Background: an optimization exercise with open tools, aiming at small area, a short achievable clock period and few clock cycles. Do not read the settings as production practice. Function was checked by simulation only, so behaviour that the tests miss may differ from the original. Power and IR drop assume default switching activity.

==> run F: inputs <==
## next_n_prefetch_queue
module next_n_prefetch_queue (
	input  logic                           clk,
	input  logic                           arst_n,
	input  logic                           s_axis_tvalid,
	output logic                           s_axis_tready,
	input  logic [npq_pkg::ID_W-1:0]       s_axis_tdata,   
	input  logic [npq_pkg::CMD_W-1:0]      s_axis_tuser,   
	output logic                           m_axis_tvalid,
	input  logic                           m_axis_tready,
	output logic [npq_pkg::OUT_DATA_W-1:0] m_axis_tdata,
	output logic [0:0]                     m_axis_tuser,   
	input  logic                           cfg_valid,
	output logic                           cfg_ready,
	input  logic [npq_pkg::CFG_IDX_W-1:0]  cfg_index,
	input  logic [npq_pkg::CFG_DATA_W-1:0] cfg_data
);
	localparam int DEPTH = npq_pkg::QUEUE_DEPTH;
	localparam int HI_W  = npq_pkg::ID_W - 5;
	logic [4:0] win_q;
	logic [4:0] wm1_q;     
	logic [5:0] lim_q;
	logic       run_q;
	logic [4:0] cfg_win;
	logic [5:0] cfg_lim;
	assign cfg_ready = 1'b1;
	assign cfg_win   = cfg_data[4] ? 5'd16 : {1'b0, cfg_data[3:0]};
	assign cfg_lim   = cfg_data[5] ? 6'd32 : {1'b0, cfg_data[4:0]};
  ...
==> flow/config.mk <==
export PLATFORM = sky130hd
export DESIGN_NAME = next_n_prefetch_queue
export DESIGN_NICKNAME = next_n_prefetch_queue
export VERILOG_FILES = /design/flow/design.v
export SDC_FILE = /design/flow/constraint.sdc
export NUM_CORES = 4
export LEC_CHECK = 0
export CAP_MARGIN = 20
export CORE_MARGIN = 2
export CORE_UTILIZATION = 30
export CTS_CLUSTER_DIAMETER = 80
export CTS_CLUSTER_SIZE = 22
export SETUP_SLACK_MARGIN = 2.0
export SLEW_MARGIN = 20
==> flow/constraint.sdc <==
create_clock -name core_clock -period 5.5 [get_ports {clk}]
set_input_delay 1.1000 -clock core_clock [delete_from_list [all_inputs] [get_ports {clk}]]
set_output_delay 1.1000 -clock core_clock [all_outputs]
set_load 0.01 [all_outputs]
run.sh (not shown) runs the stock make flow with config.mk's settings and CLKGATE_MAP_FILE= SYNTH_SCRIPT=/design/flow/synth_recipe.tcl, a recipe that flattens the netlist after the stock synthesis.
==> run G (differences from run F) <==
--- a/flow/design.v
+++ b/flow/design.v
@@ -97,25 +97,22 @@
 	logic [4:0]       tail_q;
 	logic [5:0]       e0_q;      
 	logic [5:0]       room_q;    
 	logic             fl_v_q;
 	logic [HI_W-1:0]  fl_hi_q;
 	logic [4:0]       fl_lo_q;
 	logic [5:0]       fl_t_q;    
-	logic [HI_W-1:0]  fl_zp_q;   
 	logic             pause_q;
 	logic [4:0]       push_q;
 	logic             fv_q;
 	logic [DEPTH-1:0] occ_q;     
 	logic [DEPTH-1:0] inlim_q;   
 	logic [HI_W-1:0]  hd_hi_q;   
 	logic [5:0]       hd_s_q;
 	logic [5:0]       hd_t_q;    
-	logic [HI_W-1:0]  hd_ap_q;   
-	logic [HI_W-1:0]  hd_zp_q;   
 	logic [HI_W-1:0]  mem_hi [DEPTH];
 	logic [5:0]       mem_s  [DEPTH];
 	logic out_free, go;
 	assign out_free      = !m_axis_tvalid || m_axis_tready;
 	assign go            = a_v && out_free;
 	assign s_axis_tready = !a_v || out_free;
 	logic is_req, is_disp, is_comp, is_clr, is_pau, is_res;
@@ -125,35 +122,39 @@
 	assign is_clr  = (a_cmd == npq_pkg::CMD_CLEAR);
 	assign is_pau  = (a_cmd == npq_pkg::CMD_PAUSE);
 	assign is_res  = (a_cmd == npq_pkg::CMD_RESUME);
 	logic            disp_ok, take;
 	logic [HI_W-1:0] hd_id_hi;
 	assign disp_ok = !pause_q && (lvl_q != '0) && !fl_v_q;
 	assign take    = go && is_disp && disp_ok;
-	assign hd_id_hi = hd_hi_q ^ (hd_ap_q & {HI_W{hd_s_q[5]}});
-	function automatic logic [HI_W-1:0] apre(input logic [HI_W-1:0] x);
+	always_comb begin
 		logic pa;
 		pa = 1'b1;
 		for (int i = 0; i < HI_W; i++) begin
-			apre[i] = pa;
-			pa      = pa & x[i];
-		end
-	endfunction
-	function automatic logic [HI_W-1:0] zpre(input logic [HI_W-1:0] x);
-		logic pz;
-		pz = 1'b1;
-		for (int i = 0; i < HI_W; i++) begin
-			zpre[i] = pz;
-			pz      = pz & !x[i];
+			hd_id_hi[i] = hd_hi_q[i] ^ (hd_s_q[5] & pa);
+			pa          = pa & hd_hi_q[i];
 		end
-	endfunction
+	end
 	logic [HI_W-1:0] in_hi;
 	logic [4:0]      in_lo;
+	logic [HI_W-1:0] in_cy;
+	logic [HI_W-1:0] in_z;     
 	assign in_hi = s_axis_tdata[63:5];
 	assign in_lo = s_axis_tdata[4:0];
+	always_comb begin
+		logic pa, pz;
+		pa = 1'b1;
+		pz = 1'b1;
+		for (int i = 0; i < HI_W; i++) begin
+			in_cy[i] = pa;
+			in_z[i]  = pz;
+			pa       = pa & in_hi[i];
+			pz       = pz & !in_hi[i];
+		end
+	end
 	function automatic logic ge5(input logic [4:0] a, input logic [4:0] b);
 		logic [1023:0] tbl;
 		for (int i = 0; i < 32; i++)
 			for (int k = 0; k < 32; k++)
 				tbl[i * 32 + k] = (i >= k);
 		ge5 = tbl[{a, b}];
 	endfunction
@@ -165,22 +166,22 @@
 		b      = !f_t[5] && ge_t;
 		a      = f_t[5] ? ge_t : 1'b1;
 		cand_hit = borrow ? (eq1 && b) : (eq0 && a);
 	endfunction
 	logic       hit_fl, hit_hd, inwin_nx;
 	logic [4:0] d_fl, d_hd, d_nx;
 	logic       fl_v_nx;
-	logic fl_eq0, fl_eq1, hd_eq, hd_eqp, hd_eqm;
-	assign fl_eq0 = (fl_hi_q == in_hi);
-	assign fl_eq1 = ((fl_hi_q ^ in_hi ^ fl_zp_q) == '0);    
-	assign hd_eq  = (hd_hi_q == in_hi);
-	assign hd_eqp = ((hd_hi_q ^ in_hi ^ hd_ap_q) == '0);    
-	assign hd_eqm = ((hd_hi_q ^ in_hi ^ hd_zp_q) == '0);    
+	logic fl_eq0, fl_eq1, hd_eq, hd_eqm1, hd_eqp1;
+	assign fl_eq0  = (fl_hi_q == in_hi);
+	assign fl_eq1  = ((fl_hi_q ^ in_hi ^ in_cy) == '0);
+	assign hd_eq   = (hd_hi_q == in_hi);
+	assign hd_eqm1 = ((hd_hi_q ^ in_hi ^ in_z) == '0);
+	assign hd_eqp1 = ((hd_hi_q ^ in_hi ^ in_cy) == '0);
 	assign hit_fl = cand_hit(fl_eq0, fl_eq1, fl_lo_q, fl_t_q, in_lo);
-	assign hit_hd = cand_hit(hd_s_q[5] ? hd_eqp : hd_eq, hd_s_q[5] ? hd_eq : hd_eqm,
+	assign hit_hd = cand_hit(hd_s_q[5] ? hd_eqm1 : hd_eq, hd_s_q[5] ? hd_eq : hd_eqp1,
 	                         hd_s_q[4:0], hd_t_q, in_lo);
 	assign d_fl   = fl_lo_q + ~in_lo;
 	assign d_hd   = hd_s_q[4:0] + ~in_lo;
 	assign fl_v_nx  = take ? 1'b1 : ((go && is_comp) ? 1'b0 : fl_v_q);
 	assign inwin_nx = fl_v_nx && (take ? hit_hd : hit_fl);
 	assign d_nx     = take ? d_hd : d_fl;
 	always_ff @(posedge clk or negedge arst_n) begin
@@ -254,20 +255,16 @@
 		rd_s  = '0;
 		for (int j = 0; j < DEPTH; j++) begin
 			rd_hi = rd_hi | (mem_hi[j] & {HI_W{head_oh_q[j]}});
 			rd_s  = rd_s  | (mem_s[j]  & {6{head_oh_q[j]}});
 		end
 	end
 	assign hd_s_nx = fwd ? {1'b0, a_lo} + ((a_inwin && a_d == '0) ? 6'd2 : 6'd1) : rd_s;
-	logic [HI_W-1:0] hd_hi_nx;
-	assign hd_hi_nx = fwd ? a_hi : rd_hi;
 	always_ff @(posedge clk) begin
-		hd_hi_q <= hd_hi_nx;
-		hd_ap_q <= apre(hd_hi_nx);
-		hd_zp_q <= zpre(hd_hi_nx);
+		hd_hi_q <= fwd ? a_hi : rd_hi;
 		hd_s_q  <= hd_s_nx;
 		hd_t_q  <= {1'b0, hd_s_nx[4:0]} + 6'd32 - {1'b0, win_q};
 	end
 	logic [4:0] hl;           
 	logic [4:0] tm1;          
 	logic [5:0] e_w, e_m1, e_hl;
 	logic [5:0] lvl_n0, lvl_n1, e0_n0, e0_n1, room_n0, room_n1;
@@ -328,17 +325,14 @@
 		end else if (cfg_valid && cfg_index == npq_pkg::CFG_WINDOW) begin
 			e0_q <= {1'b0, tail_q} + {1'b0, cfg_win};
 		end else if (go) begin
 			if (is_clr) e0_q <= {1'b0, win_q};
 			if (is_req) e0_q <= a_inwin ? e0_n1 : e0_n0;
 		end
 	end
-	always_ff @(posedge clk) begin
-		if (take) fl_zp_q <= hd_s_q[5] ? hd_ap_q : hd_zp_q;
-	end
 	always_ff @(posedge clk or negedge arst_n) begin
 		if (!arst_n) begin
 			fl_t_q <= 6'd27;
 		end else if (cfg_valid && cfg_index == npq_pkg::CFG_WINDOW) begin
 			fl_t_q <= {1'b0, fl_lo_q} + 6'd32 - {1'b0, cfg_win};
 		end else if (take) begin
 			fl_t_q <= hd_t_q;
==> flow/config.mk (replaced) <==
export PLATFORM = sky130hd
export DESIGN_NAME = next_n_prefetch_queue
export DESIGN_NICKNAME = next_n_prefetch_queue
export VERILOG_FILES = /design/flow/design.v
export SDC_FILE = /design/flow/constraint.sdc
export NUM_CORES = 4
export LEC_CHECK = 0
export CAP_MARGIN = 20
export CORE_MARGIN = 2
export CORE_UTILIZATION = 20
export CTS_CLUSTER_DIAMETER = 80
export CTS_CLUSTER_SIZE = 22
export SETUP_SLACK_MARGIN = 2.0
export SLEW_MARGIN = 20
==> run R (differences from run F) <==
--- a/flow/design.v
+++ b/flow/design.v
@@ -97,25 +97,22 @@
 	logic [4:0]       tail_q;
 	logic [5:0]       e0_q;      
 	logic [5:0]       room_q;    
 	logic             fl_v_q;
 	logic [HI_W-1:0]  fl_hi_q;
 	logic [4:0]       fl_lo_q;
 	logic [5:0]       fl_t_q;    
-	logic [HI_W-1:0]  fl_zp_q;   
 	logic             pause_q;
 	logic [4:0]       push_q;
 	logic             fv_q;
 	logic [DEPTH-1:0] occ_q;     
 	logic [DEPTH-1:0] inlim_q;   
 	logic [HI_W-1:0]  hd_hi_q;   
 	logic [5:0]       hd_s_q;
 	logic [5:0]       hd_t_q;    
-	logic [HI_W-1:0]  hd_ap_q;   
-	logic [HI_W-1:0]  hd_zp_q;   
 	logic [HI_W-1:0]  mem_hi [DEPTH];
 	logic [5:0]       mem_s  [DEPTH];
 	logic out_free, go;
 	assign out_free      = !m_axis_tvalid || m_axis_tready;
 	assign go            = a_v && out_free;
 	assign s_axis_tready = !a_v || out_free;
 	logic is_req, is_disp, is_comp, is_clr, is_pau, is_res;
@@ -125,35 +122,39 @@
 	assign is_clr  = (a_cmd == npq_pkg::CMD_CLEAR);
 	assign is_pau  = (a_cmd == npq_pkg::CMD_PAUSE);
 	assign is_res  = (a_cmd == npq_pkg::CMD_RESUME);
 	logic            disp_ok, take;
 	logic [HI_W-1:0] hd_id_hi;
 	assign disp_ok = !pause_q && (lvl_q != '0) && !fl_v_q;
 	assign take    = go && is_disp && disp_ok;
-	assign hd_id_hi = hd_hi_q ^ (hd_ap_q & {HI_W{hd_s_q[5]}});
-	function automatic logic [HI_W-1:0] apre(input logic [HI_W-1:0] x);
+	always_comb begin
 		logic pa;
 		pa = 1'b1;
 		for (int i = 0; i < HI_W; i++) begin
-			apre[i] = pa;
-			pa      = pa & x[i];
-		end
-	endfunction
-	function automatic logic [HI_W-1:0] zpre(input logic [HI_W-1:0] x);
-		logic pz;
-		pz = 1'b1;
-		for (int i = 0; i < HI_W; i++) begin
-			zpre[i] = pz;
-			pz      = pz & !x[i];
+			hd_id_hi[i] = hd_hi_q[i] ^ (hd_s_q[5] & pa);
+			pa          = pa & hd_hi_q[i];
 		end
-	endfunction
+	end
 	logic [HI_W-1:0] in_hi;
 	logic [4:0]      in_lo;
+	logic [HI_W-1:0] in_cy;
+	logic [HI_W-1:0] in_z;     
 	assign in_hi = s_axis_tdata[63:5];
 	assign in_lo = s_axis_tdata[4:0];
+	always_comb begin
+		logic pa, pz;
+		pa = 1'b1;
+		pz = 1'b1;
+		for (int i = 0; i < HI_W; i++) begin
+			in_cy[i] = pa;
+			in_z[i]  = pz;
+			pa       = pa & in_hi[i];
+			pz       = pz & !in_hi[i];
+		end
+	end
 	function automatic logic ge5(input logic [4:0] a, input logic [4:0] b);
 		logic [1023:0] tbl;
 		for (int i = 0; i < 32; i++)
 			for (int k = 0; k < 32; k++)
 				tbl[i * 32 + k] = (i >= k);
 		ge5 = tbl[{a, b}];
 	endfunction
@@ -165,22 +166,22 @@
 		b      = !f_t[5] && ge_t;
 		a      = f_t[5] ? ge_t : 1'b1;
 		cand_hit = borrow ? (eq1 && b) : (eq0 && a);
 	endfunction
 	logic       hit_fl, hit_hd, inwin_nx;
 	logic [4:0] d_fl, d_hd, d_nx;
 	logic       fl_v_nx;
-	logic fl_eq0, fl_eq1, hd_eq, hd_eqp, hd_eqm;
-	assign fl_eq0 = (fl_hi_q == in_hi);
-	assign fl_eq1 = ((fl_hi_q ^ in_hi ^ fl_zp_q) == '0);    
-	assign hd_eq  = (hd_hi_q == in_hi);
-	assign hd_eqp = ((hd_hi_q ^ in_hi ^ hd_ap_q) == '0);    
-	assign hd_eqm = ((hd_hi_q ^ in_hi ^ hd_zp_q) == '0);    
+	logic fl_eq0, fl_eq1, hd_eq, hd_eqm1, hd_eqp1;
+	assign fl_eq0  = (fl_hi_q == in_hi);
+	assign fl_eq1  = ((fl_hi_q ^ in_hi ^ in_cy) == '0);
+	assign hd_eq   = (hd_hi_q == in_hi);
+	assign hd_eqm1 = ((hd_hi_q ^ in_hi ^ in_z) == '0);
+	assign hd_eqp1 = ((hd_hi_q ^ in_hi ^ in_cy) == '0);
 	assign hit_fl = cand_hit(fl_eq0, fl_eq1, fl_lo_q, fl_t_q, in_lo);
-	assign hit_hd = cand_hit(hd_s_q[5] ? hd_eqp : hd_eq, hd_s_q[5] ? hd_eq : hd_eqm,
+	assign hit_hd = cand_hit(hd_s_q[5] ? hd_eqm1 : hd_eq, hd_s_q[5] ? hd_eq : hd_eqp1,
 	                         hd_s_q[4:0], hd_t_q, in_lo);
 	assign d_fl   = fl_lo_q + ~in_lo;
 	assign d_hd   = hd_s_q[4:0] + ~in_lo;
 	assign fl_v_nx  = take ? 1'b1 : ((go && is_comp) ? 1'b0 : fl_v_q);
 	assign inwin_nx = fl_v_nx && (take ? hit_hd : hit_fl);
 	assign d_nx     = take ? d_hd : d_fl;
 	always_ff @(posedge clk or negedge arst_n) begin
@@ -254,20 +255,16 @@
 		rd_s  = '0;
 		for (int j = 0; j < DEPTH; j++) begin
 			rd_hi = rd_hi | (mem_hi[j] & {HI_W{head_oh_q[j]}});
 			rd_s  = rd_s  | (mem_s[j]  & {6{head_oh_q[j]}});
 		end
 	end
 	assign hd_s_nx = fwd ? {1'b0, a_lo} + ((a_inwin && a_d == '0) ? 6'd2 : 6'd1) : rd_s;
-	logic [HI_W-1:0] hd_hi_nx;
-	assign hd_hi_nx = fwd ? a_hi : rd_hi;
 	always_ff @(posedge clk) begin
-		hd_hi_q <= hd_hi_nx;
-		hd_ap_q <= apre(hd_hi_nx);
-		hd_zp_q <= zpre(hd_hi_nx);
+		hd_hi_q <= fwd ? a_hi : rd_hi;
 		hd_s_q  <= hd_s_nx;
 		hd_t_q  <= {1'b0, hd_s_nx[4:0]} + 6'd32 - {1'b0, win_q};
 	end
 	logic [4:0] hl;           
 	logic [4:0] tm1;          
 	logic [5:0] e_w, e_m1, e_hl;
 	logic [5:0] lvl_n0, lvl_n1, e0_n0, e0_n1, room_n0, room_n1;
@@ -328,17 +325,14 @@
 		end else if (cfg_valid && cfg_index == npq_pkg::CFG_WINDOW) begin
 			e0_q <= {1'b0, tail_q} + {1'b0, cfg_win};
 		end else if (go) begin
 			if (is_clr) e0_q <= {1'b0, win_q};
 			if (is_req) e0_q <= a_inwin ? e0_n1 : e0_n0;
 		end
 	end
-	always_ff @(posedge clk) begin
-		if (take) fl_zp_q <= hd_s_q[5] ? hd_ap_q : hd_zp_q;
-	end
 	always_ff @(posedge clk or negedge arst_n) begin
 		if (!arst_n) begin
 			fl_t_q <= 6'd27;
 		end else if (cfg_valid && cfg_index == npq_pkg::CFG_WINDOW) begin
 			fl_t_q <= {1'b0, fl_lo_q} + 6'd32 - {1'b0, cfg_win};
 		end else if (take) begin
 			fl_t_q <= hd_t_q;
==> comparison <==
Run F completed without violations. Run G produced a clean layout. Run R completed without violations. Utilization, highest first: run F, run R, run G. Sequential power is about the same in run R and run G. The highest final cell count belongs to run G, the lowest to run R. In sequential cell count, run R and run G do not differ. Die area, highest first: run G, run F, run R. Combinational power: run F > run R > run G. Critical path depth: run G is lower than run F (3). Between run G and run F, the lower global-route usage is in run G (gap 11 points). Of run G and run F, run F has the higher final area (gap about 5.5%, measured against run F).
==> figures <==
	run F	run G	run R
Launching instance or port of the critical path	head_oh_q[3]$_DFFE_PN0P_	s_axis_tdata[61]	s_axis_tdata[57]
Synth Register Bits	2618	2445	2445
DRC marker count from the first detailed-route iteration	13970	12700	12660
Setup repair bufs after CTS	299	110	122
Signal buffers share of area	9.130%	5.988%	6.849%
Simple-gate portion of the synthesized area	7.804%	8.882%	8.882%
Power Combinational	20.6 mW	15.6 mW	16.5 mW
Number of distinct library cells after synthesis	94	101	101
Final WS setup	1219 ps	1809 ps	1804 ps
Num sequential	2618	2445	2445
Arr. time, crit path	5070 ps	4430 ps	4450 ps
F_max	0.2336 GHz	0.2710 GHz	0.2706 GHz
Number of fill cells	34530	55260	34130
Post-DP HPWL	297000 microns	249300 microns	267800 microns
Non-clock inverter total of the final layout	189	148	147
Run status	complete, no violations	complete, no violations	complete, no violations
PostCTS Resize Cnt	563	151	187
Design internal power	36.57 mW	32.57 mW	33.07 mW
Final critical-path share of the clock period	77.84%	67.10%	67.20%
Testbench counts of run F, summed over its fixed seeds: cycles 14,640.
Testbench counts of run G, summed over its fixed seeds: cycles 14,640.
Testbench counts of run R, summed over its fixed seeds: cycles 14,640.

port drivers added, routing unchanged:
How much do the figures lean on ideal ports? The routed layouts below were timed once more, with nothing changed but the port constraints.
Step 1, drivers: a clkbuf_16 drives clk and a buf_2 each remaining input, both assumed.
Step 2 moves the port delays by t, midway between the first and last clock arrival at a register: inputs arrive t later, outputs are due t later. That takes back most of the time a late clock gives input paths.
a / b / c = no drivers / after step 1 / after step 2; a / b = the first two.
run | t, ns | slack for setup (ns) | latest minus earliest clock arrival (ns) | worst slew at a driven data input, ns | pins driven straight from the clock port
run F | 0.970 | 1.219 / 1.219 / 0.960 | 0.130 / 0.130 | 0.20 | 1
run G | 0.910 | 1.809 / 1.873 / 0.962 | 0.103 / 0.103 | 0.15 | 1
run R | 0.951 | 1.804 / 1.857 / 0.906 | 0.088 / 0.088 | 0.22 | 1
After both steps every run listed still meets setup and hold. The setup slack of run R, which loses most, moves by +0.053 ns with the drivers and by -0.898 ns with both steps.
